This is an optimization exercise on Yosys and OpenROAD, whose aim is small area, a short achievable clock period and few clock cycles, not a production implementation. RTL that was checked went through simulation tests only; none was proved equivalent to the original. For run 4, only the layout was checked, not whether the RTL still works. Power and IR drop assume default switching activity.

$ cat design/flow/run.sh
#!/bin/bash
# synth_recipe.tcl (not shown) runs the flow's synth.tcl, then flattens the netlist and writes it again
# the make line also repeats each setting of config.mk as NAME=value (left out here)
make -C /OpenROAD-flow-scripts/flow DESIGN_CONFIG=/design/flow/config.mk WORK_HOME=/design/flow/orfs CLKGATE_MAP_FILE= SYNTH_SCRIPT=/design/flow/synth_recipe.tcl finish
$ cat design/flow/config.mk
export PLATFORM = sky130hd
export DESIGN_NAME = usb_app
export DESIGN_NICKNAME = usb_app
export VERILOG_FILES = /design/flow/design.v
export SDC_FILE = /design/flow/constraint.sdc
export NUM_CORES = 4
export LEC_CHECK = 0
export CAP_MARGIN = 20
export CORE_MARGIN = 2
export CORE_UTILIZATION = 40
export SLEW_MARGIN = 20
$ cat design/flow/constraint.sdc
create_clock -name core_clock -period 5.0 [get_ports {clk_i}]
set_input_delay 1.0000 -clock core_clock [delete_from_list [all_inputs] [get_ports {clk_i}]]
set_output_delay 1.0000 -clock core_clock [all_outputs]
set_load 0.01 [all_outputs]
$ cat design/flow/design.v
package app_pkg;
   localparam int CNT_W = 24;
   localparam logic [23:0] LFSR_POLY = 24'hE10000;
   localparam logic [31:0] CRC_POLY_REF = 32'hEDB88320;
   typedef enum logic [2:0] {
      P_LOOP,
      P_CODE,
      P_ARG0,
      P_ARG1,
      P_ARG2,
      P_ODATA,
      P_WAIT
   } pstate_e;
   typedef enum logic [2:0] {
      C_IN,
      C_OUT,
      C_ADDR,
      C_LFSRW,
      C_RREAD
   } pcmd_e;
   typedef enum logic [2:0] {
      J_IN,
      J_LOAD,
      J_RREAD,
      J_LREAD,
      J_WORD,
      J_ECHO
   } job_e;
   typedef enum logic [1:0] {
      G_IDLE,
      G_IN,
      G_WORD,
      G_RREAD
   } gstate_e;
endpackage
`timescale 1ns/1ps
module byte_pacer #(
   parameter int WAIT_W = 8
) (
   input  logic              clk_i,
   input  logic              rstn,
   input  logic              wait_set_i,
   input  logic [WAIT_W-1:0] wait_val_i,
   input  logic              paced_i,     
   output logic              wait_nz_o,
   output logic              free_o       
);
   logic [WAIT_W-1:0] wait_q;
   logic [WAIT_W-1:0] gap_q;
   logic [WAIT_W-1:0] gap_d;
   assign wait_nz_o = |wait_q;
   always_comb begin
      if (paced_i)      gap_d = wait_q;
      else if (|gap_q)  gap_d = gap_q - 1'b1;
      else              gap_d = '0;
   end
   assign free_o = ~|gap_d;
   always_ff @(posedge clk_i or negedge rstn) begin
      if (!rstn) begin
         wait_q <= '0;
         gap_q  <= '0;
      end else begin
         if (wait_set_i) wait_q <= wait_val_i;
         gap_q <= gap_d;
      end
   end
endmodule
`timescale 1ns/1ps
module crc32_engine (
   input  logic        clk_i,
   input  logic        rstn,
   input  logic        init_i,    
   input  logic        upd_i,
   input  logic [7:0]  data_i,
   input  logic        load_i,
   input  logic [31:0] load_val_i,
   output logic [31:0] crc_o
);
   logic [31:0] crc_q;
   logic [31:0] base;
   function automatic logic [31:0] crc_byte(input logic [31:0] crc, input logic [7:0] data);
      logic [31:0] c;
      c = crc ^ {24'd0, data};
      for (int i = 0; i < 8; i++) begin
         if (c[0]) c = (c >> 1) ^ app_pkg::CRC_POLY_REF;
         else      c = c >> 1;
      end
      crc_byte = c;
   endfunction
   assign base  = init_i ? 32'hFFFF_FFFF : crc_q;
   assign crc_o = crc_q;
   always_ff @(posedge clk_i or negedge rstn) begin
      if (!rstn) begin
         crc_q <= '1;
      end else if (load_i) begin
         crc_q <= load_val_i;
      end else if (upd_i) begin
         crc_q <= crc_byte(base, data_i);
      end else if (init_i) begin
         crc_q <= '1;
      end
   end
endmodule
`timescale 1ns/1ps
module lfsr24 (
   input  logic        clk_i,
   input  logic        rstn,
   input  logic        load_i,
   input  logic [23:0] load_val_i,
   input  logic        step_i,
   output logic [23:0] lfsr_o
);
   logic [23:0] lfsr_q;
   logic        fb;
   assign fb     = ~^(lfsr_q & app_pkg::LFSR_POLY);
   assign lfsr_o = lfsr_q;
   always_ff @(posedge clk_i or negedge rstn) begin
      if (!rstn) begin
         lfsr_q <= '0;
      end else if (load_i) begin
         lfsr_q <= load_val_i;
      end else if (step_i) begin
         lfsr_q <= {lfsr_q[22:0], fb};
      end
   end
endmodule
`timescale 1ns/1ps
module byte_ram #(
   parameter int TAP_P = 8
) (
   input  logic       clk_i,
   input  logic       rstn,
   input  logic       wr_en_i,
   input  logic [7:0] wr_addr_i,
   input  logic [7:0] wr_data_i,
   input  logic       wr_cont_i,     
   output logic       wr_ok_o,       
   output logic       wr_idle_o,     
   input  logic       rd_start_i,
   input  logic [7:0] rd_addr_i,
   input  logic       rd_take_i,     
   output logic       rd_ok_o,       
   output logic [7:0] rd_data_o
);
   localparam int NT = 256 / TAP_P;
   localparam int SW = $clog2(TAP_P);
   localparam int KW = 8 - SW;
   logic [2047:0]   ring;
   logic [7:0]      ph;
   logic [7:0]      dl_data [TAP_P];
   logic [TAP_P-1:0] dl_v;
   logic [SW-1:0]   w_s;
   logic [KW-1:0]   w_k;
   logic [7:0]      w_d;
   logic            w_en;
   logic [7:0]      wd;
   logic [7:0]      rd_off;
   logic [7:0]      tap [NT];
   assign wr_idle_o = ~|dl_v;
   assign wr_ok_o   = wr_idle_o | wr_cont_i;
   assign wd   = wr_addr_i - ph - 8'd2;
   assign w_en = dl_v[w_s];
   assign w_d  = dl_data[w_s];
   always_ff @(posedge clk_i or negedge rstn) begin
      if (!rstn) begin
         ph     <= '0;
         dl_v   <= '0;
         w_s    <= '0;
         w_k    <= '0;
         rd_off <= '0;
      end else begin
         ph <= ph + 1'b1;
         for (int j = TAP_P - 1; j > 0; j--) begin
            dl_v[j] <= dl_v[j-1] & (w_s != SW'(j - 1));
         end
         dl_v[0] <= wr_en_i;
         if (wr_en_i && wr_idle_o) begin
            w_s <= wd[SW-1:0];
            w_k <= wd[7:SW];
         end
         if (rd_start_i) begin
            rd_off <= rd_addr_i - ph - 8'd1;
         end else if (!rd_take_i) begin
            rd_off <= rd_off - 8'd1;
         end
      end
   end
   always_ff @(posedge clk_i) begin
      dl_data[0] <= wr_data_i;
      for (int j = 1; j < TAP_P; j++) begin
         dl_data[j] <= dl_data[j-1];
      end
   end
   logic [2047:0] ring_d;
   always_comb begin
      ring_d = {ring[7:0], ring[2047:8]};
      for (int k = 0; k < NT; k++) begin
         if (w_en && w_k == KW'(k)) ring_d[k*TAP_P*8 +: 8] = w_d;
      end
   end
   always_ff @(posedge clk_i) begin
      ring <= ring_d;
   end
   always_comb begin
      for (int k = 0; k < NT; k++) begin
         tap[k] = ring[k*TAP_P*8 +: 8];
      end
   end
   assign rd_ok_o   = (rd_off[SW-1:0] == '0);
   assign rd_data_o = tap[rd_off[7:SW]];
endmodule
`timescale 1ns/1ps
module app_ctrl (
   input  logic        clk_i,
   input  logic        rstn,
   input  logic [7:0]  out_data_i,
   input  logic        out_valid_i,
   output logic        out_ready_o,
   output logic [7:0]  in_data_o,
   output logic        in_valid_o,
   input  logic        in_ready_i,
   output logic        wait_set_o,
   output logic [7:0]  wait_val_o,
   output logic        paced_o,
   input  logic        wait_nz_i,
   input  logic        pace_free_i,
   output logic        pcrc_init_o,
   output logic        pcrc_upd_o,
   output logic [7:0]  pcrc_data_o,
   input  logic [31:0] pcrc_i,
   output logic        gcrc_init_o,
   output logic        gcrc_upd_o,
   output logic [7:0]  gcrc_data_o,
   output logic        gcrc_load_o,
   output logic [31:0] gcrc_load_val_o,
   input  logic [31:0] gcrc_i,
   output logic        lfsr_load_o,
   output logic [23:0] lfsr_load_val_o,
   output logic        lfsr_step_o,
   input  logic [23:0] lfsr_i,
   output logic        wr_en_o,
   output logic [7:0]  wr_addr_o,
   output logic [7:0]  wr_data_o,
   output logic        wr_cont_o,
   input  logic        wr_ok_i,
   input  logic        wr_idle_i,
   output logic        rd_start_o,
   output logic [7:0]  rd_addr_o,
   output logic        rd_take_o,
   input  logic        rd_ok_i,
   input  logic [7:0]  rd_data_i
);
   logic        rdy_q;
   logic        sk_v_q;
   logic [7:0]  sk_d_q;
   logic        ov_q;
   logic [7:0]  od_q;
   logic        op_q;         
   app_pkg::pstate_e     ps_q;
   app_pkg::pcmd_e       pc_q;
   logic [23:0] arg_q;
   logic [7:0]  addr_q;
   logic        lb_q;         
   logic        sl_v_q;
   app_pkg::job_e        sl_k_q;
   app_pkg::gstate_e     gs_q;
   logic [23:0] gcnt_q;
   logic [1:0]  gidx_q;
   logic        hs_out;
   logic        b_v;
   logic [7:0]  b;
   logic        b_zero;
   logic        take;         
   assign hs_out = out_valid_i & rdy_q;
   assign b_v    = sk_v_q | hs_out;
   assign b      = sk_v_q ? sk_d_q : out_data_i;
   assign b_zero = (b == 8'h00);
   logic        in_take;
   logic        ofree;        
   logic        oload;
   logic [7:0]  onext;
   logic        opaced;
   assign in_take = ov_q & in_ready_i;
   assign ofree   = (~ov_q | in_take) & pace_free_i;
   logic        pj_v;         
   app_pkg::job_e        pj_k;
   logic        pj_argjob;
   logic        sl_take;      
   logic        g_start;      
   logic        byp;          
   logic        g_ready;      
   logic        rread_busy;
   logic        sl_argjob;
   logic        gen_quiet;
   assign sl_argjob  = sl_v_q & (sl_k_q == app_pkg::J_IN || sl_k_q == app_pkg::J_LOAD || sl_k_q == app_pkg::J_RREAD);
   assign rread_busy = (sl_v_q & sl_k_q == app_pkg::J_RREAD) | (gs_q == app_pkg::G_RREAD);
   assign gen_quiet  = (gs_q == app_pkg::G_IDLE) & ~sl_v_q & ~ov_q;
   always_comb begin
      pj_v = 1'b0;
      pj_k = app_pkg::J_ECHO;
      case (ps_q)
         app_pkg::P_LOOP: begin
            pj_v = ~b_zero;
            pj_k = app_pkg::J_ECHO;
         end
         app_pkg::P_CODE: begin
            pj_v = (b == 8'h06);
            pj_k = app_pkg::J_LREAD;
         end
         app_pkg::P_ARG2: begin
            case (pc_q)
               app_pkg::C_IN:    begin pj_v = 1'b1; pj_k = app_pkg::J_IN;    end
               app_pkg::C_LFSRW: begin pj_v = 1'b1; pj_k = app_pkg::J_LOAD;  end
               app_pkg::C_RREAD: begin pj_v = 1'b1; pj_k = app_pkg::J_RREAD; end
               default: ;
            endcase
         end
         app_pkg::P_ODATA: begin
            pj_v = (arg_q == '0);
            pj_k = app_pkg::J_WORD;
         end
         default: ;
      endcase
   end
   assign g_ready = (gs_q == app_pkg::G_IDLE) & ofree;
   assign sl_take = sl_v_q & g_ready;
   assign byp     = b_v & pj_v & g_ready & ~sl_v_q & (pj_k != app_pkg::J_WORD);
   logic stall;
   always_comb begin
      stall = 1'b0;
      case (ps_q)
         app_pkg::P_LOOP: begin
            if (!b_zero) stall = ~byp | rread_busy | ~wr_ok_i;
         end
         app_pkg::P_CODE: begin
            if (pj_v) stall = ~byp & sl_v_q & ~sl_take;
         end
         app_pkg::P_ARG0: begin
            stall = sl_argjob & ~sl_take;
         end
         app_pkg::P_ARG2: begin
            if (pj_v) stall = ~byp & sl_v_q & ~sl_take;
            else if (pc_q == app_pkg::C_OUT) stall = sl_v_q & (sl_k_q == app_pkg::J_WORD) & ~sl_take;
         end
         app_pkg::P_ODATA: begin
            if (pj_v) stall = sl_v_q & ~sl_take;
         end
         app_pkg::P_WAIT: begin
            stall = ~gen_quiet;
         end
         default: ;
      endcase
   end
   assign take = b_v & ~stall;
   logic sl_fill;
   assign sl_fill = take & pj_v & ~byp;
   app_pkg::job_e        gj_k;
   logic [23:0] gj_arg;
   logic [23:0] gj_argb;
   assign g_start = sl_take | (take & byp);
   assign gj_k    = sl_v_q ? sl_k_q : pj_k;
   assign gj_arg  = sl_v_q ? arg_q : {b, arg_q[15:0]};
   always_comb begin
      oload           = 1'b0;
      onext           = b;
      opaced          = 1'b0;
      gcrc_init_o     = 1'b0;
      gcrc_upd_o      = 1'b0;
      gcrc_data_o     = lfsr_i[7:0];
      gcrc_load_o     = 1'b0;
      gcrc_load_val_o = pcrc_i;
      lfsr_load_o     = 1'b0;
      lfsr_load_val_o = gj_arg;
      lfsr_step_o     = 1'b0;
      rd_start_o      = 1'b0;
      rd_addr_o       = addr_q;
      rd_take_o       = 1'b0;
      case (gs_q)
         app_pkg::G_IDLE: begin
            if (g_start) begin
               case (gj_k)
                  app_pkg::J_ECHO: begin
                     oload = 1'b1;
                     onext = b;
                  end
                  app_pkg::J_LREAD: begin
                     oload           = 1'b1;
                     onext           = lfsr_i[7:0];
                     gcrc_load_o     = 1'b1;
                     gcrc_load_val_o = ~{8'h00, lfsr_i};
                  end
                  app_pkg::J_WORD: begin
                     oload           = 1'b1;
                     onext           = ~pcrc_i[7:0];
                     gcrc_load_o     = 1'b1;
                     gcrc_load_val_o = pcrc_i;
                  end
                  app_pkg::J_IN: begin
                     oload       = 1'b1;
                     onext       = lfsr_i[7:0];
                     opaced      = 1'b1;
                     gcrc_init_o = 1'b1;
                     gcrc_upd_o  = 1'b1;
                     lfsr_step_o = 1'b1;
                  end
                  app_pkg::J_LOAD: begin
                     lfsr_load_o = 1'b1;
                  end
                  app_pkg::J_RREAD: begin
                     rd_start_o = 1'b1;
                  end
                  default: ;
               endcase
            end
         end
         app_pkg::G_IN: begin
            if (ofree) begin
               oload       = 1'b1;
               onext       = lfsr_i[7:0];
               opaced      = 1'b1;
               gcrc_upd_o  = 1'b1;
               lfsr_step_o = 1'b1;
            end
         end
         app_pkg::G_WORD: begin
            if (ofree) begin
               oload = 1'b1;
               onext = ~gcrc_i[gidx_q*8 +: 8];
            end
         end
         app_pkg::G_RREAD: begin
            if (ofree && rd_ok_i && wr_idle_i) begin
               oload     = 1'b1;
               onext     = rd_data_i;
               opaced    = 1'b1;
               rd_take_o = 1'b1;
            end
         end
         default: ;
      endcase
   end
   assign wr_en_o   = take & (ps_q == app_pkg::P_LOOP) & ~b_zero;
   assign wr_addr_o = addr_q;
   assign wr_data_o = b;
   assign wr_cont_o = lb_q;
   assign paced_o    = (in_take & op_q) | (hs_out & (ps_q == app_pkg::P_ODATA) & ~sk_v_q);
   assign wait_set_o = take & (ps_q == app_pkg::P_WAIT);
   assign wait_val_o = b;
   assign pcrc_init_o = take & (ps_q == app_pkg::P_ARG2) & (pc_q == app_pkg::C_OUT);
   assign pcrc_upd_o  = take & (ps_q == app_pkg::P_ODATA);
   assign pcrc_data_o = b;
   assign out_ready_o = rdy_q;
   assign in_valid_o  = ov_q;
   assign in_data_o   = od_q;
   logic sk_v_d;
   assign sk_v_d = b_v & ~take;
   always_ff @(posedge clk_i or negedge rstn) begin
      if (!rstn) begin
         rdy_q  <= 1'b0;
         sk_v_q <= 1'b0;
         sk_d_q <= '0;
         ov_q   <= 1'b0;
         od_q   <= '0;
         op_q   <= 1'b0;
         ps_q   <= app_pkg::P_LOOP;
         pc_q   <= app_pkg::C_IN;
         arg_q  <= '0;
         addr_q <= '0;
         lb_q   <= 1'b0;
         sl_v_q <= 1'b0;
         sl_k_q <= app_pkg::J_IN;
         gs_q   <= app_pkg::G_IDLE;
         gcnt_q <= '0;
         gidx_q <= '0;
      end else begin
         sk_v_q <= sk_v_d;
         if (!sk_v_q) sk_d_q <= out_data_i;
         rdy_q  <= ~sk_v_d & pace_free_i;
         if (oload) begin
            ov_q <= 1'b1;
            od_q <= onext;
            op_q <= opaced;
         end else if (in_take) begin
            ov_q <= 1'b0;
         end
         lb_q <= wr_en_o;
         if (take) begin
            case (ps_q)
               app_pkg::P_LOOP: begin
                  if (b_zero) ps_q <= app_pkg::P_CODE;
                  else        addr_q <= addr_q + 1'b1;
               end
               app_pkg::P_CODE: begin
                  ps_q <= app_pkg::P_ARG0;
                  case (b)
                     8'h01: pc_q <= app_pkg::C_IN;
                     8'h02: pc_q <= app_pkg::C_OUT;
                     8'h03: pc_q <= app_pkg::C_ADDR;
                     8'h05: pc_q <= app_pkg::C_LFSRW;
                     8'h08: pc_q <= app_pkg::C_RREAD;
                     8'h04: ps_q <= app_pkg::P_WAIT;
                     default: ps_q <= app_pkg::P_LOOP;
                  endcase
               end
               app_pkg::P_ARG0: begin
                  arg_q[7:0] <= b;
                  if (pc_q == app_pkg::C_ADDR) addr_q <= b;
                  ps_q <= app_pkg::P_ARG1;
               end
               app_pkg::P_ARG1: begin
                  arg_q[15:8] <= b;
                  ps_q <= app_pkg::P_ARG2;
               end
               app_pkg::P_ARG2: begin
                  arg_q[23:16] <= b;
                  ps_q <= (pc_q == app_pkg::C_OUT) ? app_pkg::P_ODATA : app_pkg::P_LOOP;
               end
               app_pkg::P_ODATA: begin
                  arg_q <= arg_q - 1'b1;
                  if (arg_q == '0) ps_q <= app_pkg::P_LOOP;
               end
               app_pkg::P_WAIT: begin
                  ps_q <= app_pkg::P_LOOP;
               end
               default: ps_q <= app_pkg::P_LOOP;
            endcase
         end
         if (rd_start_o && !(take && ps_q == app_pkg::P_ARG0 && pc_q == app_pkg::C_ADDR)) begin
            addr_q <= '0;
         end
         if (sl_take) begin
            sl_v_q <= 1'b0;
         end
         if (sl_fill) begin
            sl_v_q <= 1'b1;
            sl_k_q <= pj_k;
         end
         case (gs_q)
            app_pkg::G_IDLE: begin
               if (g_start) begin
                  case (gj_k)
                     app_pkg::J_LREAD, app_pkg::J_WORD: begin
                        gs_q   <= app_pkg::G_WORD;
                        gidx_q <= 2'd1;
                     end
                     app_pkg::J_IN: begin
                        gcnt_q <= gj_arg;
                        gidx_q <= 2'd0;
                        gs_q   <= (gj_arg == '0) ? app_pkg::G_WORD : app_pkg::G_IN;
                     end
                     app_pkg::J_RREAD: begin
                        gcnt_q <= gj_arg;
                        gs_q   <= app_pkg::G_RREAD;
                     end
                     default: ;
                  endcase
               end
            end
            app_pkg::G_IN: begin
               if (oload) begin
                  gcnt_q <= gcnt_q - 1'b1;
                  if (gcnt_q == 24'd1) gs_q <= app_pkg::G_WORD;
               end
            end
            app_pkg::G_WORD: begin
               if (oload) begin
                  gidx_q <= gidx_q + 1'b1;
                  if (gidx_q == 2'd3) gs_q <= app_pkg::G_IDLE;
               end
            end
            app_pkg::G_RREAD: begin
               if (oload) begin
                  gcnt_q <= gcnt_q - 1'b1;
                  if (gcnt_q == '0) gs_q <= app_pkg::G_IDLE;
               end
            end
            default: gs_q <= app_pkg::G_IDLE;
         endcase
      end
   end
endmodule
`timescale 1ns/1ps
module usb_app #(
   parameter int RAM_DEPTH = 256,
   parameter int WAIT_W    = 8
) (
   input  logic       clk_i,
   input  logic       rstn_i,
   input  logic [7:0] out_data_i,
   input  logic       out_valid_i,
   output logic       out_ready_o,
   output logic [7:0] in_data_o,
   output logic       in_valid_o,
   input  logic       in_ready_i
);
   logic        rst_meta;
   logic        rstn;
   logic        wait_set;
   logic [7:0]  wait_val;
   logic        paced;
   logic        wait_nz;
   logic        pace_free;
   logic        pcrc_init, pcrc_upd, pcrc_load;
   logic [7:0]  pcrc_data;
   logic [31:0] pcrc;
   logic        gcrc_init, gcrc_upd, gcrc_load;
   logic [7:0]  gcrc_data;
   logic [31:0] gcrc_load_val;
   logic [31:0] gcrc;
   logic        lfsr_load, lfsr_step;
   logic [23:0] lfsr_load_val;
   logic [23:0] lfsr;
   logic        wr_en, wr_cont, wr_ok, wr_idle;
   logic [7:0]  wr_addr, wr_data;
   logic        rd_start, rd_take, rd_ok;
   logic [7:0]  rd_addr, rd_data;
   always_ff @(posedge clk_i or negedge rstn_i) begin
      if (!rstn_i) begin
         rst_meta <= 1'b0;
         rstn     <= 1'b0;
      end else begin
         rst_meta <= 1'b1;
         rstn     <= rst_meta;
      end
   end
   app_ctrl u_ctrl (
      .clk_i, .rstn,
      .out_data_i, .out_valid_i, .out_ready_o,
      .in_data_o, .in_valid_o, .in_ready_i,
      .wait_set_o(wait_set), .wait_val_o(wait_val), .paced_o(paced),
      .wait_nz_i(wait_nz), .pace_free_i(pace_free),
      .pcrc_init_o(pcrc_init), .pcrc_upd_o(pcrc_upd), .pcrc_data_o(pcrc_data), .pcrc_i(pcrc),
      .gcrc_init_o(gcrc_init), .gcrc_upd_o(gcrc_upd), .gcrc_data_o(gcrc_data),
      .gcrc_load_o(gcrc_load), .gcrc_load_val_o(gcrc_load_val), .gcrc_i(gcrc),
      .lfsr_load_o(lfsr_load), .lfsr_load_val_o(lfsr_load_val), .lfsr_step_o(lfsr_step), .lfsr_i(lfsr),
      .wr_en_o(wr_en), .wr_addr_o(wr_addr), .wr_data_o(wr_data), .wr_cont_o(wr_cont),
      .wr_ok_i(wr_ok), .wr_idle_i(wr_idle),
      .rd_start_o(rd_start), .rd_addr_o(rd_addr), .rd_take_o(rd_take),
      .rd_ok_i(rd_ok), .rd_data_i(rd_data)
   );
   byte_pacer #(.WAIT_W(WAIT_W)) u_pacer (
      .clk_i, .rstn,
      .wait_set_i(wait_set), .wait_val_i(WAIT_W'(wait_val)), .paced_i(paced),
      .wait_nz_o(wait_nz), .free_o(pace_free)
   );
   crc32_engine u_pcrc (
      .clk_i, .rstn,
      .init_i(pcrc_init), .upd_i(pcrc_upd), .data_i(pcrc_data),
      .load_i(1'b0), .load_val_i(32'd0), .crc_o(pcrc)
   );
   crc32_engine u_gcrc (
      .clk_i, .rstn,
      .init_i(gcrc_init), .upd_i(gcrc_upd), .data_i(gcrc_data),
      .load_i(gcrc_load), .load_val_i(gcrc_load_val), .crc_o(gcrc)
   );
   lfsr24 u_lfsr (
      .clk_i, .rstn,
      .load_i(lfsr_load), .load_val_i(lfsr_load_val),
      .step_i(lfsr_step), .lfsr_o(lfsr)
   );
   byte_ram u_ram (
      .clk_i, .rstn,
      .wr_en_i(wr_en), .wr_addr_i(wr_addr), .wr_data_i(wr_data), .wr_cont_i(wr_cont),
      .wr_ok_o(wr_ok), .wr_idle_o(wr_idle),
      .rd_start_i(rd_start), .rd_addr_i(rd_addr), .rd_take_i(rd_take),
      .rd_ok_o(rd_ok), .rd_data_o(rd_data)
   );
endmodule
==> summary.md, run 1 <==
| Metric | Value |
|---|---|
| Remaining Overflow, GRT | `0` |
| Hpwl dp | `109 mm` |
| Synth Cell Area | `63,600 µm²` |
| Setup TNS | `0 ns` |
| Drt via density | `4.94` |
| Pwr dens | `~480 nW/µm²` |
| Ys flop type | `dfxtp_1` |
| PortBufs | `21` |
| Largest net degree at the start of global routing | `100` |
| WS Path Type | `reg -> reg` |
| Fin. max-slew vios | `0` |
| Root Driver | `clkbuf_16` |
| RSZ-0062 raised after global routing | `no` |
| Max-slew headroom | `0.223` |
| Die Wd | `403 µm` |
| Status | `no timing/DRC/antenna violations` |
| Hold Buf Count CTS | `0` |
| Tmin final | `4.01 ns` |
| PnR worst setup slack | `0.987 ns` |
| Post-CTS Resized | `0` |
| Antenna violations before repair | `15` |
| Number of synthesized flops with an enable pin | `0` |
| Synth Net Count | `4,888` |
| Slew @ Worst Pin | `approximately 1.2 ns` |
| R2r worst-path depth | `10` |
| FMAX | `249 MHz` |
| Peak supply drop | `0.365 mV` |
| Core Region | `158,000 µm²` |
| Post-synth top area cell | `dfxtp_1` |
| # setup viols final | `0` |
| Antenna Nets Post-Route | `0` |
| Sequential area share after synthesis | `0.756` |
| Hold depth | `0` |
| Syn-to-layout area delta | `16.5%` |
| Final RePlAce weighted congestion | `0.916` |
| DRC violations left | `0` |
| Flops & latches, synth | `2,340` |
| CTS H-tree lvls | `4` |
| Hold Path Origin | `u_ram.ring[1111]$_DFF_P_` |
| Leakage power | `29.6 nW` |
| Yosys cell types | `102` |
| Peak fanout along the critical path | `15` |
| Post-Route WL | `158 mm` |
| RR Startpoint | `u_ram.rd_off[5]$_DFFE_PN0P_` |
| Nets@finish | `5,062` |
| First-pass GRT wire length | `232 mm` |
| Hold Crit Class | `reg -> reg` |
| Clk buf depth | `3` |
| Top-area cell type share of the netlist area | `0.665` |
| Layout filler cell count | `about 14,000` |
| CP Launch Type | `register` |
| # rows | `146` |
| Clock skew | `about 0.095 ns` |
| Post-Synthesis Cells | `around 4,900` |
| Share of cells above drive strength 1 | `0.141` |
| DRT Pass-1 Iters | `6` |
| Worst Setup SP | `u_ram.rd_off[5]$_DFFE_PN0P_` |
| Synth area leaders | `dfxtp_1 67%, dfrtp_1 6.5%, dfstp_2 2.6%` |
| Final hold violations | `0` |
| I/O pin cnt | `22` |
| DP Worst Slack | `0.321 ns` |
| CTS tree | `built` |
| Sink Count | `2,340` |
| Starting Density | `0.402` |
| Maximum capacitance violations | `0` |
| Die Span Y | `403 µm` |
| WL per Instance | `21.7 µm` |
| Critical Path End Type | `register` |
| Ratio of final minimum period to clock period | `0.803` |
| Most common cell after layout, fill and taps aside | `dfxtp_1` |
| Reg clk slew, reported paths | `0.06 ns` |
| Post-synth ARST share | `0.0974` |
| Setup bufs post-CTS | `0` |
| Yosys warns | `8` |
| CP required | `~5.7 ns` |
| Vias in the first global route | `34,597` |
| Clk Latency, worst-skew pair | `between 0.8 and 0.9 ns` |
| Die footprint | `162,000 µm²` |
| DR iter-0 viols | `3,198` |
| Vias after detailed routing | `36,013` |
| GRT Overall Usage | `0.193` |
| Most frequent cells in the layout | `2,112 x dfxtp_1, 347 x nand2_1, 306 x o21ai_0` |
| Syn Area/Cell | `13.1 µm²` |
| CTS buffer count | `approximately 210` |
| Arrival time worst endpoint | `4.70 ns` |
-- state kept, by name, indices dropped and copies added (netlist names), 3 cells and up --
register / flops
u_ctrl.od_q: 8
u_ram.dl_v: 8
u_pcrc.crc_q: 32
u_ctrl.addr_q: 8
u_gcrc.crc_q: 32
u_pacer.wait_q: 8
u_ram.ph: 8
u_ctrl.ps_q: 3
u_ram.w_k: 5
u_ctrl.sl_k_q: 3
u_lfsr.lfsr_q: 24
u_ram.ring: 2048
u_ctrl.gcnt_q: 24
u_ctrl.sk_d_q: 8
u_ram.rd_off: 8
u_pacer.gap_q: 8
u_ctrl.pc_q: 3
u_ram.w_s: 3
u_ctrl.arg_q: 24
u_ram.dl_data: 64
-- per-stage QoR --
step	power (mW)	std cells	hold WS, ns	cell area, µm²	utilization
after floorplan	19.3	4853	0.310	63600	-
after global placement	19.5	6886	0.310	66600	0.422
after detailed placement	19.5	6886	0.312	66700	0.422
after CTS	35.9	7275	0.262	74000	0.469
after global routing	36.7	7275	0.268	74000	0.469
final	35.6	7284	0.263	74100	0.469
-- cells by family (layout without fill, tap and decap cells) --
group | Yosys count | after routing | synth area share
AO/OA/AOI/OAI | 898 | 898 | 0.0881
XOR/XNOR | 247 | 247 | 0.0351
adder cells (fa/ha/maj) | 23 | 23 | 0.00465
buffers and inverters | 224 | 574 | 0.0144
flip-flops | 2340 | 2340 | 0.756
multiplexers | 193 | 193 | 0.0351
other | 1 | 10 | 0.0000590
AND/OR/NAND/NOR | 927 | 927 | 0.0664
-- cells in the mapped netlist (7+ instances only) --
| master | instances |
|---|---|
| buf_2 | 30 |
| o21ai_0 | 312 |
| o21a_1 | 14 |
| and3_1 | 13 |
| nor2_1 | 287 |
| a221oi_1 | 13 |
| o22ai_1 | 28 |
| or3_1 | 16 |
| clkbuf_1 | 123 |
| xor2_1 | 65 |
| a211oi_1 | 29 |
| nand3b_1 | 11 |
| mux4_2 | 11 |
| xnor2_1 | 175 |
| nor4_1 | 19 |
| o22a_1 | 16 |
| a21boi_0 | 7 |
| o32ai_1 | 13 |
| or4_1 | 11 |
| buf_1 | 12 |
| nand2b_1 | 27 |
| mux2_2 | 127 |
| o31ai_1 | 12 |
| ha_1 | 22 |
| a22oi_1 | 129 |
| and2_1 | 19 |
| o21ai_1 | 12 |
| dfxtp_1 | 2112 |
| dfrtp_1 | 164 |
| o211ai_1 | 17 |
| a21oi_1 | 196 |
| a31oi_1 | 22 |
| inv_1 | 48 |
| nor3_1 | 55 |
| nand3_1 | 42 |
| dfstp_2 | 64 |
| nand4_1 | 17 |
| a22o_1 | 13 |
| nor2b_1 | 21 |
| mux2i_1 | 55 |
| nand2_1 | 348 |
-- worst paths after layout --
check / endpoint / slack, ns
hold / removal: u_ram.ring[1103]$_DFF_P_ / 0.26
min in group asynchronous: rstn$_DFF_PN0_ / 0.33
hold reg to reg: u_ram.ring[1103]$_DFF_P_ / 0.26
max in group asynchronous: u_gcrc.crc_q[25]$_DFF_PN1_ / 3.33
setup reg to reg: u_ctrl.od_q[3]$_DFFE_PN0P_ / 0.99
setup / recovery: u_ctrl.od_q[3]$_DFFE_PN0P_ / 0.99
-- critical path, stage by stage (launching register included) --
cell and delay, ns:
dfrtp_1 0.73, nand3b_1 0.30, nor2_1 0.17, buf_4 0.22, a22oi_1 0.63, nand2_1 0.12
nor4_1 0.61, a21oi_1 0.34, a221oi_1 0.37, mux2i_1 0.10, mux2_2 0.27
-- final cells by class --
type,count,area (µm²),share of cell area
Sequential cell,2340,48100,0.649
Multi-Input combinational cell,2289,14700,0.198
Clock inverter,90,1290,0.0175
Antenna cell,9,22.5,0.000304
Clock buffer,299,6080,0.0821
Inverter,52,195,0.00264
Timing Repair Buffer,133,1130,0.0152
Tap cell,2072,2590,0.0350
-- where the power goes --
| part | total, mW | leakage (nW) | internal, mW | switching (mW) |
|---|---|---|---|---|
| clock | 16.6 | 3.59 | 9.51 | 7.05 |
| combinational | 0.328 | 6.15 | 0.110 | 0.219 |
| sequential | 18.7 | 19.8 | 18.7 | 0.0257 |
| total | 35.6 | 29.6 | 28.3 | 7.30 |
-- routing by layer --
metal | wire length [µm] | track usage | vias to the layer above
met3 | 11200 | 0.0404 | 295
met2 | 68200 | 0.289 | 1170
li1 | - | - | 16857
met1 | 74000 | 0.279 | 17689
met4 | 4900 | 0.0644 | 2
met5 | 8 | 0 | -
Testbench counts, summed over its fixed seeds: cycles 7,000.
==> run 2: changes to the inputs <==
--- a/design/flow/config.mk
+++ b/design/flow/config.mk
@@ -6,6 +6,8 @@
 export NUM_CORES = 4
 export LEC_CHECK = 0
+export ABC_CLOCK_PERIOD_IN_PS = 2400
 export CAP_MARGIN = 20
 export CORE_MARGIN = 2
-export CORE_UTILIZATION = 40
+export CORE_UTILIZATION = 65
+export SETUP_SLACK_MARGIN = 2.6
 export SLEW_MARGIN = 20
==> run 2 against run 1 <==
Effect of this change: still clean on timing, DRC and antenna; clock skew down 0.044 ns; critical endpoint is now u_ctrl.od_q[0]$_DFFE_PN0P_; largest power group unchanged; die area down 38%; sequential share of layout area down 5.2 points.
==> summary.md, run 2 <==
| Metric | Value |
|---|---|
| PortBufs | `21 (unchanged)` |
| Antenna violations before repair | `13 (-2)` |
| Post-synthesis mux area share | `0.0351 (unchanged)` |
| Top-count cell post-synth | `dfxtp_1` |
| Largest Register | `u_ram.ring` |
| Critical Path End Type | `register` |
| Slew @ Worst Pin | `1.01 ns (-0.152 ns)` |
| CP Launch Type | `register` |
| Final Instance Area | `80,600 µm² (+8.9%)` |
| RR Startpoint | `u_ram.rd_off[4]$_DFFE_PN0P_` |
| Post-Synthesis Cells | `4,853 (unchanged)` |
| Final RePlAce weighted congestion | `0.965 (+5.3%)` |
| Number of synthesized flops with an enable pin | `0 (unchanged)` |
| Max-slew headroom | `0.325 (+0.102)` |
| Clock skew | `0.0516 ns (-0.0436 ns)` |
| Ys flop type | `dfxtp_1` |
| Die footprint | `100,000 µm² (-38%)` |
| DP Cell Count | `6,101 (-11%)` |
| Status | `no timing/DRC/antenna violations` |
| DRC violations left | `0 (unchanged)` |
| # setup viols final | `0 (unchanged)` |
| DR iter-0 viols | `4,270 (+34%)` |
| Adder-cell area share of the yosys netlist | `0.00465 (unchanged)` |
| Synth Net Count | `4,888 (unchanged)` |
| Top-area cell type share of the netlist area | `0.665 (unchanged)` |
| Core Region | `96,900 µm² (-39%)` |
| Layout filler cell count | `4,817 (-65%)` |
| DP Area | `66,000 µm² (-0.93%)` |
| Most common cell after layout, fill and taps aside | `dfxtp_1` |
| Fin. max-slew vios | `0 (unchanged)` |
| Remaining Overflow, GRT | `0 (unchanged)` |
| Pwr dens | `432 nW/µm² (-10%)` |
| Arrival time worst endpoint | `4.15 ns (-0.55 ns)` |
| Drt via density | `5.86 (+19%)` |
| Multi-input logic area | `18,600 µm² (+27%)` |
| Nets@finish | `5,386 (+6.4%)` |
| Sequential area share after synthesis | `0.756 (unchanged)` |
| Tmin final | `3.49 ns (-0.525 ns)` |
| Largest net degree at the start of global routing | `114 (+14%)` |
| CTS buffer count | `203 (-3.8%)` |
| Post-Route WL | `184 mm (+17%)` |
| DRT Pass-1 Iters | `6 (unchanged)` |
| Non-Filler Instances | `6,798 (-6.7%)` |
| CTS H-tree lvls | `4 (unchanged)` |
| First-pass GRT wire length | `252 mm (+8.8%)` |
| FMAX | `287 MHz (+15%)` |
| Leading cell types by count after synthesis | `2,112 x dfxtp_1, 348 x nand2_1, 312 x o21ai_0, 287 x nor2_1, 196 x a21oi_1` |
| Final hold violations | `0 (unchanged)` |
| # rows | `114 (-22%)` |
| Worst Setup SP | `u_ram.rd_off[4]$_DFFE_PN0P_` |
| RSZ-0062 raised after global routing | `yes` |
| Synth Cell Area | `63,600 µm² (unchanged)` |
| Vias in the first global route | `38,821 (+12%)` |
| Flops & latches, synth | `2,340 (unchanged)` |
| Hpwl dp | `108 mm (-0.70%)` |
| FF/Latch Area | `48,100 µm² (about the same)` |
| WS Path Type | `reg -> reg` |
| Reg clk slew, reported paths | `0.06 ns (about the same)` |
| Die Wd | `317 µm (-21%)` |
| Design Power | `34.8 mW (-2.3%)` |
| Max reg flops | `2,048 (unchanged)` |
| Share of cells above drive strength 1 | `0.284 (+0.142)` |
| Synth area leaders | `dfxtp_1 67%, dfrtp_1 6.5%, dfstp_2 2.6%` |
| Vias after detailed routing | `39,840 (+11%)` |
| Post-synth top area cell | `dfxtp_1` |
| Yosys cell types | `102 (unchanged)` |
| WL per Instance | `27.1 µm (+25%)` |
| Peak fanout along the critical path | `6 (-9)` |
| Antenna Nets Post-Route | `0 (unchanged)` |
| CP required | `5.66 ns (-0.03 ns)` |
| Starting Density | `0.656 (+0.254)` |
| I/O pin cnt | `22 (unchanged)` |
| Root Driver | `clkbuf_16` |
| Die Span Y | `317 µm (-21%)` |
| Hold Crit Class | `reg -> reg` |
| Top flop regs | `u_ram.ring (2048), u_ram.dl_data (64)` |
| Sink Count | `2,340 (unchanged)` |
| Yosys warns | `8 (unchanged)` |
| Clk Latency, worst-skew pair | `0.82 ns (-0.02 ns)` |
| Leakage power | `32.4 nW (+9.4%)` |
| Most frequent cells in the layout | `2,112 x dfxtp_1, 302 x nand2_1, 212 x buf_4` |
| Ratio of final minimum period to clock period | `0.698 (-0.105)` |
| Peak supply drop | `0.379 mV (+3.9%)` |
| XOR/XNOR Fraction of Synth Area | `0.0351 (unchanged)` |
| CTS tree | `built` |
| Post-synth ARST share | `0.0974 (unchanged)` |
| Hold Buf Count CTS | `0 (unchanged)` |
| Syn-to-layout area delta | `26.9%` |
| Main combinational cell family by area after synthesis | `compound AO/OA/AOI/OAI gates` |
| Clk buf depth | `3 (unchanged)` |
| Syn Area/Cell | `13.1 µm² (unchanged)` |
| Hold Path Origin | `u_ram.ring[1461]$_DFF_P_` |
| Final Core Density | `0.832 (+0.364)` |
| Simple-Gate Fraction of Synth Area | `0.0664 (unchanged)` |
| Synth Area in Compound Gates | `0.0881 (unchanged)` |
| Setup TNS | `0 ns (unchanged)` |
| GRT Overall Usage | `0.346 (+0.153)` |
| Maximum capacitance violations | `0 (unchanged)` |
==> run 2: changes by cell type in the layout (fill, tap and decap cells not counted), sizes merged, moves of 2 or more <==
| cell | change |
|---|---|
| clkinv | -12 |
| diode | -3 |
| clkdlybuf4s50 | -16 |
| clkbuf | +15 |
| nand3 | +3 |
| bufinv | -10 |
| o21a | +2 |
| buf | +329 |
| o22a | +2 |
| inv | -4 |
| dlygate4sd2 | +2 |
| clkinvlp | -4 |
| bufbuf | +4 |
==> run 2: cells by family after synthesis <==
group           after synthesis
compound gates              898
xor+xnor                    247
fa+ha+maj                    23
buf+inv                     224
flops                      2340
mux                         193
other cells                   1
simple gates                927
==> run 2: worst paths after layout <==
path	cells after the start	slack (ns)	endpoint
max in group asynchronous	1	3.47	u_ctrl.gidx_q[1]$_DFFE_PN0P_
setup reg to reg	10	1.51	u_ctrl.od_q[0]$_DFFE_PN0P_
min in group asynchronous	1	0.36	rstn$_DFF_PN0_
setup / recovery	10	1.51	u_ctrl.od_q[0]$_DFFE_PN0P_
hold reg to reg	0	0.28	u_ram.ring[1453]$_DFF_P_
hold / removal	0	0.28	u_ram.ring[1453]$_DFF_P_
==> run 2: worst max-delay path, cell delays in order (launching register included) <==
cell and delay [ns]:
dfrtp_2 0.51, or3b_4 0.30, nor2_1 0.08, buf_6 0.15, a222oi_1 0.72, nand4_1 0.32
nor3_4 0.37, o32ai_2 0.15, a221o_1 0.36, mux2i_1 0.26, mux2i_1 0.12
==> run 2: cell type report <==
class                           instances  area share
Clock inverter                         60     0.00961
Tap cell                             1276      0.0198
Inverter                               52     0.00264
Antenna cell                            6    0.000186
Multi-Input combinational cell       2296       0.231
Clock buffer                          310      0.0745
Sequential cell                      2340       0.597
Timing Repair Buffer                  458      0.0654
==> run 2: layer usage <==
layer | GRT usage | wire, µm | vias up
met4 | 0.189 | 12600 | 6
met1 | 0.439 | 70700 | 19499
met5 | 0 | 108 | -
met3 | 0.0640 | 14700 | 694
met2 | 0.565 | 86300 | 2124
li1 | - | - | 17517
==> run 2: timing repair <==
action / 4_1_cts / 5_1_grt
endpoints found under the setup margin: 462 / 435
gates resized for setup: 754 / 486
pin swaps: 173 / 194
gates cloned: 32 / 8
setup buffers: 195 / 86
==> run 2: through the flow <==
| stage | setup slack, ns | hold slack, ns |
|---|---|---|
| after floorplan | 0.799 | 0.310 |
| after global placement | 0.363 | 0.309 |
| after detailed placement | 0.295 | 0.312 |
| after CTS | 1.72 | 0.278 |
| after global routing | 1.50 | 0.282 |
| final | 1.51 | 0.277 |
==> run 2: where the power goes <==
| group | internal (mW) | switching (mW) | total [mW] |
|---|---|---|---|
| Clock | 8.76 | 6.91 | 15.7 |
| Sequential | 18.7 | 0.0312 | 18.7 |
| Combinational | 0.145 | 0.266 | 0.411 |
| Total | 27.6 | 7.21 | 34.8 |
==> run 3: changes to the inputs <==
--- a/design/flow/config.mk
+++ b/design/flow/config.mk
@@ -9,5 +9,5 @@
 export CAP_MARGIN = 20
 export CORE_MARGIN = 2
-export CORE_UTILIZATION = 65
+export CORE_UTILIZATION = 40
 export SETUP_SLACK_MARGIN = 2.6
 export SLEW_MARGIN = 20
==> run 3 against run 2 <==
Effect of this change: via count decreased by 4.7%; critical path depth up 5; clock power rose by 4%; core utilization decreased by 33 points; non-clock buffer count fell by 59; still clean; synthesized area unchanged; highest routed layer unchanged; critical endpoint is now u_ctrl.addr_q[3]$_DFFE_PN0P_; cell area decreased by 0.59%; sequential share of layout area is 0.35 points higher; clock skew grew 0.028 ns.
==> summary.md, run 3 <==
| Metric | Value |
|---|---|
| Remaining Overflow, GRT | `0 (unchanged)` |
| Antenna Nets Post-Route | `0 (unchanged)` |
| Met2 Usage GRT | `0.298 (-0.268)` |
| Ratio of final minimum period to clock period | `0.669 (-0.0282)` |
| Max reg flops | `2,048 (unchanged)` |
| Post-Synthesis Cells | `4,853 (unchanged)` |
| Tmin final | `3.35 ns (-0.141 ns)` |
| Share of cells above drive strength 1 | `0.263 (-0.0209)` |
| Leakage power | `32.0 nW (-1.3%)` |
| Slew @ Worst Pin | `0.920 ns (-0.0887 ns)` |
| Hold Buf Count CTS | `0 (unchanged)` |
| Yosys cell types | `102 (unchanged)` |
| PortBufs | `21 (unchanged)` |
| Final RePlAce weighted congestion | `0.942 (-2.3%)` |
| Most frequent cells in the layout | `2,112 x dfxtp_1, 309 x nand2_1, 219 x clkbuf_16` |
| Sink Count | `2,340 (unchanged)` |
| Slowest CP cell | `or4_4` |
| Die Span Y | `403 µm (+27%)` |
| DR iter-0 viols | `3,287 (-23%)` |
| Hpwl dp | `110 mm (+1.5%)` |
| Critical Path End Type | `register` |
| # rows | `146 (+28%)` |
| Most common cell after layout, fill and taps aside | `dfxtp_1` |
| Number of synthesized flops with an enable pin | `0 (unchanged)` |
| CP required | `5.66 ns (about the same)` |
| GRT Overall Usage | `0.203 (-0.144)` |
| Non-Filler Instances | `7,558 (+11%)` |
| Die footprint | `162,000 µm² (+62%)` |
| First-pass GRT wire length | `242 mm (-4.0%)` |
| Clk Latency, worst-skew pair | `0.85 ns (+0.03 ns)` |
| Synth Net Count | `4,888 (unchanged)` |
| Grt met3 use | `0.0380 (-0.0261)` |
| Largest net degree at the start of global routing | `112 (-1.8%)` |
| Syn Area/Cell | `13.1 µm² (unchanged)` |
| Ys flop type | `dfxtp_1` |
| CTS H-tree lvls | `4 (unchanged)` |
| Hold Path Origin | `u_ram.ring[47]$_DFF_P_` |
| Top-area cell type share of the netlist area | `0.665 (unchanged)` |
| Fin. max-slew vios | `0 (unchanged)` |
| Yosys warns | `8 (unchanged)` |
| Pwr dens | `442 nW/µm² (+2.5%)` |
| Syn-to-layout area delta | `26.1%` |
| CP Launch Type | `primary input` |
| CTS tree | `built` |
| Status | `no timing/DRC/antenna violations` |
| Design Power | `35.5 mW (+1.9%)` |
| Clock skew | `0.0795 ns (+0.0278 ns)` |
| Worst Setup SP | `out_data_i[5]` |
| Peak supply drop | `0.348 mV (-8.2%)` |
| Largest Register | `u_ram.ring` |
| CTS buffer count | `211 (+3.9%)` |
| RSZ-0062 raised after global routing | `yes` |
| FMAX | `299 MHz (+4.2%)` |
| Nets@finish | `5,335 (-0.95%)` |
| GR peak layer | `met2` |
| Leading cell types by count after synthesis | `2,112 x dfxtp_1, 348 x nand2_1, 312 x o21ai_0, 287 x nor2_1, 196 x a21oi_1` |
| Root Driver | `clkbuf_16` |
| Top flop regs | `u_ram.ring (2048), u_ram.dl_data (64)` |
| Clk buf depth | `3 (unchanged)` |
| Critical-path cell list | `clkdlybuf4s15_1 > or4_4 > or3_4 > a21boi_2 > o211ai_1 > buf_4 > a211oi_4 > buf_6 > o211ai_4 > buf_6 > a211oi_4 > buf_6 > o21ai_2 > a22oi_1 > nor2_1` |
| Vias after detailed routing | `37,955 (-4.7%)` |
| Die Wd | `403 µm (+27%)` |
| Arrival time worst endpoint | `4.01 ns (-0.14 ns)` |
| I/O pin cnt | `22 (unchanged)` |
| Final hold violations | `0 (unchanged)` |
| DRT Pass-1 Iters | `6 (unchanged)` |
| Drt via density | `5.02 (-14%)` |
| DRC violations left | `0 (unchanged)` |
| Starting Density | `0.402 (-0.254)` |
| Post-Route WL | `171 mm (-7.4%)` |
| Maximum capacitance violations | `0 (unchanged)` |
| # setup viols final | `0 (unchanged)` |
| Core Region | `158,000 µm² (+63%)` |
| Max-slew headroom | `0.384 (+0.0593)` |
| DP Cell Count | `6,902 (+13%)` |
| Post-synth top area cell | `dfxtp_1` |
| DP Area | `67,100 µm² (+1.7%)` |
| Worst path max stage delay | `0.56 ns (-0.16 ns)` |
| Flops & latches, synth | `2,340 (unchanged)` |
| Antenna violations before repair | `10 (-3)` |
| Peak fanout along the critical path | `8 (+2)` |
| RR Startpoint | `u_ctrl.sk_v_q$_DFF_PN0_` |
| Reg clk slew, reported paths | `0.06 ns (about the same)` |
| WL per Instance | `22.6 µm (-17%)` |
| Post-synth ARST share | `0.0974 (unchanged)` |
| Vias in the first global route | `35,938 (-7.4%)` |
| CP most frequent cell | `buf_6` |
| Setup TNS | `0 ns (unchanged)` |
| Met1 Resource Use GR | `0.295 (-0.144)` |
| Synth area leaders | `dfxtp_1 67%, dfrtp_1 6.5%, dfstp_2 2.6%` |
| Sequential area share after synthesis | `0.756 (unchanged)` |
| Top-count cell post-synth | `dfxtp_1` |
| Synth Cell Area | `63,600 µm² (unchanged)` |
| WS Path Type | `in -> reg` |
| Final Instance Area | `80,200 µm² (-0.59%)` |
| Hold Crit Class | `reg -> reg` |
[run 3: changes by cell type in the layout (fill, tap and decap cells not counted), moves of 24 or more]
cell     previous run  this run
nor2_4             85        61
buf_6             120        93
mux2_2             12       114
mux2_4            115        13
a21oi_1           116       142
[run 3: area by class of cell]
type,count,area [µm²]
fill,13230,77900
clock buffer,316,6240
multi-input combinational,2296,17400
timing repair buffer,399,4510
antenna,4,10.0
sequential,2340,48100
clock inverter,79,1070
tap,2072,2590
inverter,52,211
[run 3: logic make-up (layout without fill, tap and decap cells)]
| logic type | Yosys count | count (layout) | synth area share |
|---|---|---|---|
| xor gates and xnor gates | 247 | 247 | 0.0351 |
| and+or+nand+nor | 927 | 932 | 0.0664 |
| muxes | 193 | 193 | 0.0351 |
| DFF | 2340 | 2340 | 0.756 |
| other | 1 | 5 | 0.0000590 |
| buffers and inverters | 224 | 846 | 0.0144 |
| adders and majority gates | 23 | 23 | 0.00465 |
| AOI/OAI and AO/OA | 898 | 900 | 0.0881 |
[run 3: repair_timing]
| action | CTS | global route |
|---|---|---|
| hold endpoints to repair | 0 | 0 |
| gates resized for setup | 507 | 339 |
| endpoints found under the setup margin | 461 | 360 |
| setup buffers | 132 | 86 |
| cloned | 22 | 17 |
| pin swaps | 96 | 139 |
[run 3: critical path: cells and delay by family]
family	cells	cell delay, ns
AO/OA/AOI/OAI	7	1.15
buffers and inverters	5	0.86
AND/OR/NAND/NOR	3	0.99
[run 3: where the power goes]
group | switching [mW] | leakage (nW) | internal [mW]
Clock | 7.07 | 3.56 | 9.27
Combinational | 0.251 | 8.61 | 0.141
Sequential | 0.0304 | 19.8 | 18.7
[run 3: metal layers]
layer	share of wire	vias up
li1	-	17447
met1	0.46	18792
met2	0.43	1367
met3	0.069	347
met4	0.039	2
met5	0.000094	-
[run 3: metrics by stage]
step                       util  setup WS (ns)  hold WS, ns
after CTS                 0.493           1.76        0.266
after detailed placement  0.425          0.286        0.312
final                     0.507           1.65        0.265
after global placement    0.425          0.328        0.310
after floorplan               -          0.799        0.310
after global routing      0.507           1.52        0.277
[run 3: path summary, 6_finish.rpt]
kind	cells after the start	slack (ns)	to
max	15	1.65	u_ctrl.addr_q[3]$_DFFE_PN0P_
min	0	0.27	u_ram.ring[39]$_DFF_P_
max reg2reg	14	1.68	u_ctrl.addr_q[3]$_DFFE_PN0P_
min reg2reg	0	0.27	u_ram.ring[39]$_DFF_P_
max in group asynchronous	1	3.22	u_ctrl.arg_q[3]$_DFFE_PN0P_
min in group asynchronous	1	0.33	rstn$_DFF_PN0_
==> run 4: changes to the inputs <==
--- a/design/flow/design.v
+++ b/design/flow/design.v
@@ -44,5 +44,6 @@
    input  logic              paced_i,     
    output logic              wait_nz_o,
-   output logic              free_o       
+   output logic              free_o,      
+   output logic              near_free_o  
 );
    logic [WAIT_W-1:0] wait_q;
@@ -55,5 +56,6 @@
       else              gap_d = '0;
    end
-   assign free_o = ~|gap_d;
+   assign free_o      = ~|gap_d;
+   assign near_free_o = ~|gap_q[WAIT_W-1:1];
    always_ff @(posedge clk_i or negedge rstn) begin
       if (!rstn) begin
@@ -225,4 +227,5 @@
    input  logic        wait_nz_i,
    input  logic        pace_free_i,
+   input  logic        pace_near_free_i,
    output logic        pcrc_init_o,
    output logic        pcrc_upd_o,
@@ -276,4 +279,7 @@
    assign b      = sk_v_q ? sk_d_q : out_data_i;
    assign b_zero = (b == 8'h00);
+   logic        tv_q;
+   logic [7:0]  td_q;
+   logic        tp_q;
    logic        in_take;
    logic        ofree;        
@@ -282,5 +288,5 @@
    logic        opaced;
    assign in_take = ov_q & in_ready_i;
-   assign ofree   = (~ov_q | in_take) & pace_free_i;
+   assign ofree   = wait_nz_i ? (~ov_q & ~tv_q & pace_near_free_i) : ~tv_q;
    logic        pj_v;         
    app_pkg::job_e        pj_k;
@@ -295,5 +301,5 @@
    assign sl_argjob  = sl_v_q & (sl_k_q == app_pkg::J_IN || sl_k_q == app_pkg::J_LOAD || sl_k_q == app_pkg::J_RREAD);
    assign rread_busy = (sl_v_q & sl_k_q == app_pkg::J_RREAD) | (gs_q == app_pkg::G_RREAD);
-   assign gen_quiet  = (gs_q == app_pkg::G_IDLE) & ~sl_v_q & ~ov_q;
+   assign gen_quiet  = (gs_q == app_pkg::G_IDLE) & ~sl_v_q & ~ov_q & ~tv_q;
    always_comb begin
       pj_v = 1'b0;
@@ -326,27 +332,21 @@
    assign sl_take = sl_v_q & g_ready;
    assign byp     = b_v & pj_v & g_ready & ~sl_v_q & (pj_k != app_pkg::J_WORD);
+   logic echo_ok;
+   logic slot_busy;
    logic stall;
+   assign echo_ok   = g_ready & ~sl_v_q & ~rread_busy & wr_ok_i;
+   assign slot_busy = sl_v_q & ~g_ready;
    always_comb begin
       stall = 1'b0;
       case (ps_q)
-         app_pkg::P_LOOP: begin
-            if (!b_zero) stall = ~byp | rread_busy | ~wr_ok_i;
-         end
-         app_pkg::P_CODE: begin
-            if (pj_v) stall = ~byp & sl_v_q & ~sl_take;
-         end
-         app_pkg::P_ARG0: begin
-            stall = sl_argjob & ~sl_take;
-         end
-         app_pkg::P_ARG2: begin
-            if (pj_v) stall = ~byp & sl_v_q & ~sl_take;
-            else if (pc_q == app_pkg::C_OUT) stall = sl_v_q & (sl_k_q == app_pkg::J_WORD) & ~sl_take;
-         end
-         app_pkg::P_ODATA: begin
-            if (pj_v) stall = sl_v_q & ~sl_take;
-         end
-         app_pkg::P_WAIT: begin
-            stall = ~gen_quiet;
+         app_pkg::P_LOOP:  stall = ~b_zero & ~echo_ok;
+         app_pkg::P_CODE:  stall = (b == 8'h06) & slot_busy;
+         app_pkg::P_ARG0:  stall = sl_argjob & ~g_ready;
+         app_pkg::P_ARG2:  begin
+            if (pc_q == app_pkg::C_OUT) stall = slot_busy & (sl_k_q == app_pkg::J_WORD);
+            else if (pc_q != app_pkg::C_ADDR) stall = slot_busy;
          end
+         app_pkg::P_ODATA: stall = (arg_q == '0) & slot_busy;
+         app_pkg::P_WAIT:  stall = ~gen_quiet;
          default: ;
       endcase
@@ -463,4 +463,7 @@
          od_q   <= '0;
          op_q   <= 1'b0;
+         tv_q   <= 1'b0;
+         td_q   <= '0;
+         tp_q   <= 1'b0;
          ps_q   <= app_pkg::P_LOOP;
          pc_q   <= app_pkg::C_IN;
@@ -477,10 +480,25 @@
          if (!sk_v_q) sk_d_q <= out_data_i;
          rdy_q  <= ~sk_v_d & pace_free_i;
-         if (oload) begin
-            ov_q <= 1'b1;
-            od_q <= onext;
-            op_q <= opaced;
-         end else if (in_take) begin
-            ov_q <= 1'b0;
+         if (!ov_q || in_take) begin
+            if (tv_q) begin
+               ov_q <= 1'b1;
+               od_q <= td_q;
+               op_q <= tp_q;
+            end else begin
+               ov_q <= oload;
+               od_q <= onext;
+               op_q <= opaced;
+            end
+         end
+         if (tv_q) begin
+            if (!ov_q || in_take) tv_q <= oload;
+            if (!ov_q || in_take) begin
+               td_q <= onext;
+               tp_q <= opaced;
+            end
+         end else if (oload && ov_q && !in_take) begin
+            tv_q <= 1'b1;
+            td_q <= onext;
+            tp_q <= opaced;
          end
          lb_q <= wr_en_o;
@@ -601,4 +619,5 @@
    logic        wait_nz;
    logic        pace_free;
+   logic        pace_near_free;
    logic        pcrc_init, pcrc_upd, pcrc_load;
    logic [7:0]  pcrc_data;
@@ -629,5 +648,5 @@
       .in_data_o, .in_valid_o, .in_ready_i,
       .wait_set_o(wait_set), .wait_val_o(wait_val), .paced_o(paced),
-      .wait_nz_i(wait_nz), .pace_free_i(pace_free),
+      .wait_nz_i(wait_nz), .pace_free_i(pace_free), .pace_near_free_i(pace_near_free),
       .pcrc_init_o(pcrc_init), .pcrc_upd_o(pcrc_upd), .pcrc_data_o(pcrc_data), .pcrc_i(pcrc),
       .gcrc_init_o(gcrc_init), .gcrc_upd_o(gcrc_upd), .gcrc_data_o(gcrc_data),
@@ -642,5 +661,5 @@
       .clk_i, .rstn,
       .wait_set_i(wait_set), .wait_val_i(WAIT_W'(wait_val)), .paced_i(paced),
-      .wait_nz_o(wait_nz), .free_o(pace_free)
+      .wait_nz_o(wait_nz), .free_o(pace_free), .near_free_o(pace_near_free)
    );
    crc32_engine u_pcrc (
==> run 4 against run 3 <==
Effect of this change: total power rose by 25%; largest cell class unchanged; clock power rose by 4%; clock skew rose by 0.023 ns; still clean; synthesized area rose by 0.34%; cell area rose by 2.1%; critical endpoint is now u_ram.rd_off[6]$_DFFE_PN0P_; first-iteration DRC count rose by 19%.
==> summary.md, run 4 <==
| Metric | Value |
|---|---|
| Status | `no timing/DRC/antenna violations` |
| Critical Path End Type | `register` |
| Syn Area/Cell | `13.0 µm² (-0.56%)` |
| WP buf/inv | `1 (-4)` |
| Synth Net Count | `4,931 (+0.88%)` |
| Most frequent cells in the layout | `2,112 x dfxtp_1, 273 x buf_4, 262 x nand2_1` |
| DR iter-0 viols | `3,910 (+19%)` |
| Final hold violations | `0 (unchanged)` |
| Ratio of final minimum period to clock period | `0.746 (+0.0769)` |
| Post-synthesis mux area share | `0.0399 (+0.00483)` |
| Setup TNS | `0 ns (unchanged)` |
| Design Power | `44.3 mW (+25%)` |
| Main combinational cell family by area after synthesis | `compound AO/OA/AOI/OAI gates` |
| Synth Area in Compound Gates | `0.0797 (-0.00846)` |
| Sequential area share after synthesis | `0.758 (+0.00139)` |
| Arrival time worst endpoint | `4.44 ns (+0.43 ns)` |
| Leading cell types by count after synthesis | `2,112 x dfxtp_1, 310 x o21ai_0, 306 x nor2_1, 302 x nand2_1, 208 x a21oi_1` |
| Layout filler cell count | `13,107 (-0.93%)` |
| Final RePlAce weighted congestion | `0.943 (about the same)` |
| Post-synth ARST share | `0.101 (+0.00384)` |
| Remaining Overflow, GRT | `0 (unchanged)` |
| WS Path Type | `in -> reg` |
| Flops & latches, synth | `2,350 (+0.43%)` |
| Vias after detailed routing | `39,048 (+2.9%)` |
| CP required | `5.71 ns (+0.05 ns)` |
| Antenna violations before repair | `7 (-3)` |
| # rows | `146 (unchanged)` |
| Starting Density | `0.403 (+0.000423)` |
| Nets@finish | `5,433 (+1.8%)` |
| CTS tree | `built` |
| Hold Crit Class | `reg -> async` |
| Core Region | `158,000 µm² (+0.23%)` |
| Clock skew | `0.102 ns (+0.0229 ns)` |
| Clk Latency, worst-skew pair | `0.86 ns (about the same)` |
| Share of cells above drive strength 1 | `0.286 (+0.0235)` |
| Syn-to-layout area delta | `28.3%` |
| Slowest CP cell | `clkdlybuf4s50_1` |
| Adder-cell area share of the yosys netlist | `0.00443 (-0.000212)` |
| Post-synth top area cell | `dfxtp_1` |
| Vias in the first global route | `36,738 (+2.2%)` |
| Top flop regs | `u_ram.ring (2048), u_ram.dl_data (64)` |
| Maximum capacitance violations | `0 (unchanged)` |
| Largest Register | `u_ram.ring` |
| # setup viols final | `0 (unchanged)` |
| XOR/XNOR Fraction of Synth Area | `0.0309 (-0.00416)` |
| CP Launch Type | `primary input` |
| DRC violations left | `0 (unchanged)` |
| Number of synthesized flops with an enable pin | `0 (unchanged)` |
| Antenna Nets Post-Route | `0 (unchanged)` |
| Peak supply drop | `0.404 mV (+16%)` |
| Die Span Y | `403 µm (+0.17%)` |
| Hpwl dp | `110 mm (+0.31%)` |
| Top-count cell post-synth | `dfxtp_1` |
| Slew @ Worst Pin | `1.05 ns (+0.128 ns)` |
| Peak fanout along the critical path | `3 (-5)` |
| FMAX | `268 MHz (-10%)` |
| Largest net degree at the start of global routing | `118 (+5.4%)` |
| Worst path max stage delay | `0.49 ns (-0.07 ns)` |
| Clk buf depth | `3 (unchanged)` |
| Die footprint | `163,000 µm² (+0.34%)` |
| DRT Pass-1 Iters | `6 (unchanged)` |
| I/O pin cnt | `22 (unchanged)` |
| Fin. max-slew vios | `0 (unchanged)` |
| Flop2flop setup slack | `1.28 ns (-0.40 ns)` |
| CTS buffer count | `211 (unchanged)` |
| Post-Route WL | `174 mm (+1.8%)` |
| WL per Instance | `22.7 µm (+0.43%)` |
| Pwr dens | `541 nW/µm² (+22%)` |
| Root Driver | `clkbuf_16` |
| Simple-Gate Fraction of Synth Area | `0.0721 (+0.00566)` |
| Hold Buf Count CTS | `0 (unchanged)` |
| Critical-path cell list | `clkdlybuf4s50_1 > or2_4 > o2bb2ai_4 > a2111o_1 > o31a_1 > o21a_2 > nor3b_2 > nand2_1 > o21ai_1 > ha_2 > or4b_4 > or3_1 > xor2_1 > mux2i_1` |
| RSZ-0062 raised after global routing | `yes` |
| Drt via density | `5.09 (+1.5%)` |
| First-pass GRT wire length | `246 mm (+1.7%)` |
| Die Wd | `403 µm (+0.17%)` |
| Delay-heaviest family, CP | `simple AND/OR/NAND/NOR gates` |
| Top-area cell type share of the netlist area | `0.663 (-0.00223)` |
| Tmin final | `3.73 ns (+0.384 ns)` |
| Max-slew headroom | `0.292 (-0.0926)` |
| PortBufs | `21 (unchanged)` |
| Ys flop type | `dfxtp_1` |
| Synth Cell Area | `63,800 µm² (+0.34%)` |
| Synth area leaders | `dfxtp_1 66%, dfrtp_1 6.8%, mux2_2 2.8%` |
| Post-Synthesis Cells | `4,897 (+0.91%)` |
| Yosys warns | `8 (unchanged)` |
| Most common cell after layout, fill and taps aside | `dfxtp_1` |
| Leakage power | `32.8 nW (+2.6%)` |
| GRT Overall Usage | `0.205 (+0.00235)` |
| Sink Count | `2,350 (+0.43%)` |
| Reg clk slew, reported paths | `0.07 ns (about the same)` |
| Yosys cell types | `89 (-13%)` |
| Max reg flops | `2,048 (unchanged)` |
| CTS H-tree lvls | `4 (unchanged)` |
==> run 4: cell count changes after synthesis, moves of 19 or more <==
cell | before | now
a22oi_1 | 129 | 55
a32oi_1 | 1 | 32
and3_1 | 13 | 42
clkbuf_1 | 123 | 173
mux2_2 | 127 | 157
nand2_1 | 348 | 302
nand3_1 | 42 | 83
nor2_1 | 287 | 306
nor3_1 | 55 | 87
==> run 4: path summary, 6_finish.rpt <==
path / startpoint / endpoint / cells after the start
max: out_data_i[0] / u_ram.rd_off[6]$_DFFE_PN0P_ / 14
min: rstn$_DFF_PN0_ / u_ctrl.sk_d_q[4]$_DFF_PN0_ / 0
max reg2reg: u_ctrl.sk_v_q$_DFF_PN0_ / u_ram.rd_off[6]$_DFFE_PN0P_ / 13
min reg2reg: rstn$_DFF_PN0_ / u_ctrl.sk_d_q[4]$_DFF_PN0_ / 0
max in group asynchronous: rstn$_DFF_PN0_ / u_ram.rd_off[5]$_DFFE_PN0P_ / 2
min in group core_clock: u_ram.ring[720]$_DFF_P_ / u_ram.ring[712]$_DFF_P_ / 0
==> run 4: power breakdown <==
group / total (mW) / switching (mW) / internal (mW) / leakage [nW]
Combinational: 7.65 / 4.62 / 3.03 / 9.23
Clock: 16.9 / 7.14 / 9.81 / 3.70
Sequential: 19.7 / 0.455 / 19.3 / 19.9
==> run 4: cells by family after synthesis <==
family / after synthesis
AO/OA/AOI/OAI: 831
XOR/XNOR: 225
adder cells (fa/ha/maj): 22
buffers and inverters: 256
flip-flops: 2350
multiplexers: 222
other: 1
AND/OR/NAND/NOR: 990
==> run 4: area by class of cell <==
cell class                      instances  area [µm²]  area share
Timing Repair Buffer                  480        5050      0.0618
Antenna cell                           15        37.5    0.000459
Tap cell                             2072        2590      0.0317
Sequential cell                      2350       48400       0.591
Multi-Input combinational cell       2302       18000       0.220
Inverter                               54         204     0.00249
Clock inverter                        106        1570      0.0192
Clock buffer                          285        5990      0.0732
==> run 4: repair_timing <==
action	4_1_cts	5_1_grt
buffers inserted	189	111
pin swaps	163	174
gates resized for setup	667	414
gates cloned	23	18
endpoints found under the setup margin	471	423
==> run 4: layer usage <==
metal	wire [µm]	global-route usage
met4	6130	0.0712
met5	30	0
met2	72000	0.291
met1	81400	0.309
met3	14300	0.0402
==> run 4: through the flow <==
stage	cell area, µm²	worst slack (ns)	instances	hold WS (ns)	utilization
after floorplan	63900	0.877	4897	0.310	-
after global placement	67000	0.165	6916	0.310	0.423
after detailed placement	67000	0.283	6916	0.312	0.423
after CTS	78900	1.36	7519	0.261	0.498
after global routing	81800	1.17	7649	0.237	0.516
final	81800	1.27	7664	0.210	0.517
==> run 4: worst reg2reg max path, stage by stage (launching register included) <==
cell and delay [ns]:
dfrtp_4 0.54, nor3b_4 0.18, o21a_1 0.23, a2111o_1 0.40
o31a_1 0.33, o21a_2 0.24, nor3b_2 0.22, nand2_1 0.10
o21ai_1 0.10, ha_2 0.20, or4b_4 0.46, or3_1 0.37
xor2_1 0.15, mux2i_1 0.08

## re-timing with driven ports
The results above use ideal ports. As a check the final layouts listed here were re-extracted and re-timed, cells and wires unchanged.
Step 1: set_driving_cell puts a clkbuf_16 on clk_i and a buf_2 on each other input, an assumption about the parent block.
Step 2, shift: input delay + t, output delay - t, t = (earliest + latest rising clock arrival at the registers) / 2. This alone moves slack from input paths to output paths.
Slacks: ideal / step 1 / step 2; pairs: ideal / step 1.
| run | t, ns | setup slack, ns | worst slew at a driven data input, ns | pins driven straight from the clock port |
|---|---|---|---|---|
| run 1 | 0.881 | 0.987 / 0.987 / 0.305 | 0.04 | 1 |
| run 2 | 0.863 | 1.512 / 1.512 / 0.802 | 0.04 | 1 |
| run 3 | 0.890 | 1.653 / 1.678 / 0.819 | 0.04 | 1 |
| run 4 | 0.883 | 1.269 / 1.277 / 0.436 | 0.03 | 1 |
After both steps every run listed still meets setup and hold. For run 3, which loses most, drivers alone change the setup slack by +0.025 ns; drivers and shift together by -0.834 ns.
